Source: an optimization exercise on an open RTL-to-GDS flow (aim: small area and a short achievable clock period). Production flows keep margins and buffers that such runs may drop.
The RTL was checked by simulation tests, not by an equivalence proof against the original design.
Power figures rest on the tool's default switching activity, not on a simulated workload.

job 6700:
// pulse_sched_gen
module pulse_sched_gen #(
  parameter int TW        = 32,
  parameter int QW        = 16,
  parameter int NTEMP     = 3,
  parameter int PULSE_LEN = 4,
  parameter int TNC_GAP   = 8
)(
  input  logic                  clk,
  input  logic                  rst,
  input  logic                  tick_1us,
  input  logic                  sync_in,
  input  logic                  load,
  input  logic                  en_cal,
  input  logic                  en_noise,
  input  logic [3:0]            n_temp,
  input  logic [15:0]           cal_dly,
  input  logic [TW-1:0]         dt_cal,
  input  logic [TW-1:0]         dt_noise,
  input  logic [NTEMP*TW-1:0]   p_ni,
  input  logic [NTEMP*TW-1:0]   p_ii,
  input  logic [NTEMP*TW-1:0]   p_np,
  input  logic [NTEMP*TW-1:0]   p_ip,
  input  logic [NTEMP*QW-1:0]   qit,
  output logic                  tni,
  output logic                  tki,
  output logic                  tnp,
  output logic                  tkp,
  output logic                  tobm,
  output logic                  tnc,
  output logic                  i_izl,
  output logic                  i_get,
  output logic                  error,
  output logic                  busy,
  output logic [3:0]            cur_train,
  output logic [TW-1:0]         time_now
);
For scale: about 4,100 cells after synthesis, ~770 flip-flops, ~570 I/O pins, about 0.046 sq mm of cells after synthesis.
clock: 11.0 ns
lec_check: 0
cap_margin: 20
core_margin: 2
core_utilization: 40
slew_margin: 20
standard.sh (not shown) runs the stock make flow with config.mk's settings and CLKGATE_MAP_FILE= SYNTH_SCRIPT=/design/flow/synth_recipe.tcl, a recipe that flattens the netlist after the stock synthesis.
==> flow/flow/run.sh <==
#!/bin/bash
# The standard layout (standard.sh, with its standard synthesis), with extra ORFS settings:
# plain buf_1 cells as the port buffers, and a setup margin that makes timing repair aim for
# more slack than the clock period needs. The clock period and constraints are unchanged.
set -euo pipefail
bash standard.sh finish SETUP_SLACK_MARGIN=7 CTS_CLUSTER_SIZE=30 CTS_CLUSTER_DIAMETER=100 "BUFFER_PORTS_ARGS=-buffer_cell sky130_fd_sc_hd__buf_1" > standard.log 2>&1
Job 6700: full flow OK, the timing, design-rule and antenna checks passed
For job 1340, these inputs were changed with respect to job 6700:
--- a/flow/flow/run.sh
+++ b/flow/flow/run.sh
@@ -6 +6 @@
-bash standard.sh finish SETUP_SLACK_MARGIN=7 CTS_CLUSTER_SIZE=30 CTS_CLUSTER_DIAMETER=100 "BUFFER_PORTS_ARGS=-buffer_cell sky130_fd_sc_hd__buf_1" > standard.log 2>&1
+bash standard.sh finish SETUP_SLACK_MARGIN=7.25 CTS_CLUSTER_SIZE=24 CTS_CLUSTER_DIAMETER=100 CORE_UTILIZATION=60 "BUFFER_PORTS_ARGS=-buffer_cell sky130_fd_sc_hd__buf_1" > standard.log 2>&1
Notes after the runs:
The flow did not stop early for job 1340: all stages ran, and the layout cleared the timing, design-rule and antenna checks. Delta (job 1340 minus job 6700): aggregate routed wire length saw a decrease, worst endpoint data arrival time now smaller, number of well taps moved down, core utilization has increased. Comparing the two runs side by side, job 1340 comes out behind job 6700 on hold slack. Against job 6700, job 1340 comes in 1.7% higher on total power per unit cell area. Comparing job 1340 and job 6700, the lower area overhead of the layout relative to synthesis is on job 1340.


## v46
pulse_sched_gen again, from the RTL that the note above started with.
## pulse_sched_gen
module pulse_sched_gen #(
  parameter int TW        = 32,
  parameter int QW        = 16,
  parameter int NTEMP     = 3,
  parameter int PULSE_LEN = 4,
  parameter int TNC_GAP   = 8
)(
  input  logic                  clk,
  input  logic                  rst,
  input  logic                  tick_1us,
  input  logic                  sync_in,
  input  logic                  load,
  input  logic                  en_cal,
  input  logic                  en_noise,
  input  logic [3:0]            n_temp,
  input  logic [15:0]           cal_dly,
  input  logic [TW-1:0]         dt_cal,
  input  logic [TW-1:0]         dt_noise,
  input  logic [NTEMP*TW-1:0]   p_ni,
  input  logic [NTEMP*TW-1:0]   p_ii,
  input  logic [NTEMP*TW-1:0]   p_np,
  input  logic [NTEMP*TW-1:0]   p_ip,
  input  logic [NTEMP*QW-1:0]   qit,
  output logic                  tni,
  output logic                  tki,
  output logic                  tnp,
  output logic                  tkp,
  output logic                  tobm,
  output logic                  tnc,
  output logic                  i_izl,
  output logic                  i_get,
  output logic                  error,
  output logic                  busy,
  output logic [3:0]            cur_train,
  output logic [TW-1:0]         time_now
);
  localparam int CW = $clog2(PULSE_LEN);
  localparam int NP = NTEMP + 2;           
  localparam int BW = 4;                   
  localparam int NB = TW / BW;
  function automatic logic [TW-1:0] kvec(input logic [NB-1:0] k);
    kvec = '0;
    for (int j = 1; j < NB; j++) kvec[j*BW] = k[j];
  endfunction
  function automatic logic [TW+NB-1:0] badd(input logic [TW-1:0] x, input logic [TW-1:0] y,
  ...
clock: 11.0 ns
lec_check: 0
cap_margin: 20
core_margin: 2
core_utilization: 40
slew_margin: 20
==> flow/flow/run.sh <==
#!/bin/bash
# The standard layout (standard.sh, with its standard synthesis), with extra ORFS settings:
# plain buf_1 cells as the port buffers, and a setup margin that makes timing repair aim for
# more slack than the clock period needs. The clock period and constraints are unchanged.
set -euo pipefail
bash standard.sh finish SETUP_SLACK_MARGIN=7.5 CTS_CLUSTER_SIZE=24 CTS_CLUSTER_DIAMETER=100 CORE_UTILIZATION=60 "BUFFER_PORTS_ARGS=-buffer_cell sky130_fd_sc_hd__buf_1" > standard.log 2>&1
#### Input delta (v18 over v46)
--- a/flow/flow/run.sh
+++ b/flow/flow/run.sh
@@ -5,2 +5,2 @@
 set -euo pipefail
-bash standard.sh finish SETUP_SLACK_MARGIN=7.5 CTS_CLUSTER_SIZE=24 CTS_CLUSTER_DIAMETER=100 CORE_UTILIZATION=60 "BUFFER_PORTS_ARGS=-buffer_cell sky130_fd_sc_hd__buf_1" > standard.log 2>&1
+bash standard.sh finish SETUP_SLACK_MARGIN=7.25 CTS_CLUSTER_SIZE=30 CTS_CLUSTER_DIAMETER=100 "BUFFER_PORTS_ARGS=-buffer_cell sky130_fd_sc_hd__buf_1" > standard.log 2>&1
==> run summary <==
In the final reports, the cell area of v18 is smaller than that of v46. Going from v46 to v18, the die area was enlarged. Measured against each other, v18 and v46 differ in static leakage, the lower figure coming from v18. v18 against v46: final clock period utilization by the worst path increased 0.41 points; final net count decreased about 1.2%; count of vias placed by the detailed router decreased about 2.5%. Going from v46 to v18, number of clock buffer instances in the layout down 4; maximum fanout along the worst path shows an increase of 51; minimum hold slack higher; global placer's final weighted congestion -5.2%.
Changes in v2 relative to v18:
--- a/flow/flow/run.sh
+++ b/flow/flow/run.sh
@@ -5,2 +5,2 @@
 set -euo pipefail
-bash standard.sh finish SETUP_SLACK_MARGIN=7.25 CTS_CLUSTER_SIZE=30 CTS_CLUSTER_DIAMETER=100 "BUFFER_PORTS_ARGS=-buffer_cell sky130_fd_sc_hd__buf_1" > standard.log 2>&1
+bash standard.sh finish SETUP_SLACK_MARGIN=7.5 "BUFFER_PORTS_ARGS=-buffer_cell sky130_fd_sc_hd__buf_1" > standard.log 2>&1
--- outcome ---
- No stage failed in v2, and the final checks on the layout all came back clean.
- When v2 is set beside v18, its register-to-register slack turns out to be 0.16 ns larger.
- Looking only at final cell area excluding filler cells, and setting everything else aside, the higher value of v2 and v18 goes to v2.
- For storage element area, v18 and v2 come out practically identical.
- Compared with v18, v2 shows a higher via count.

## what the ideal ports hide
The results above use ideal ports. As a check the final layouts listed here were re-extracted and re-timed, cells and wires unchanged.
Step 1: set_driving_cell puts a clkbuf_16 on clk and a buf_2 on each other input, an assumption about the parent block.
Step 2, shift: input delay + t, output delay - t, t = (earliest + latest rising clock arrival at the registers) / 2. This alone moves slack from input paths to output paths.
Three values: no drivers, after step 1, after step 2; two values: the first two.
run | shift t [ns] | setup WS [ns] | worst slew at a driven data input, ns
job 6700 | 0.691 | 7.033 / 6.974 / 6.550 | 0.12
job 1340 | 0.692 | 7.246 / 7.246 / 6.629 | 0.12
v46 | 0.680 | 7.209 / 7.209 / 6.770 | 0.12
v18 | 0.694 | 7.164 / 7.164 / 6.668 | 0.12
v2 | 0.734 | 7.298 / 7.320 / 6.616 | 0.14
After both steps setup and hold are still met in every run listed. For v2, which loses most, drivers alone change the setup slack by +0.022 ns; drivers and shift together by -0.682 ns.
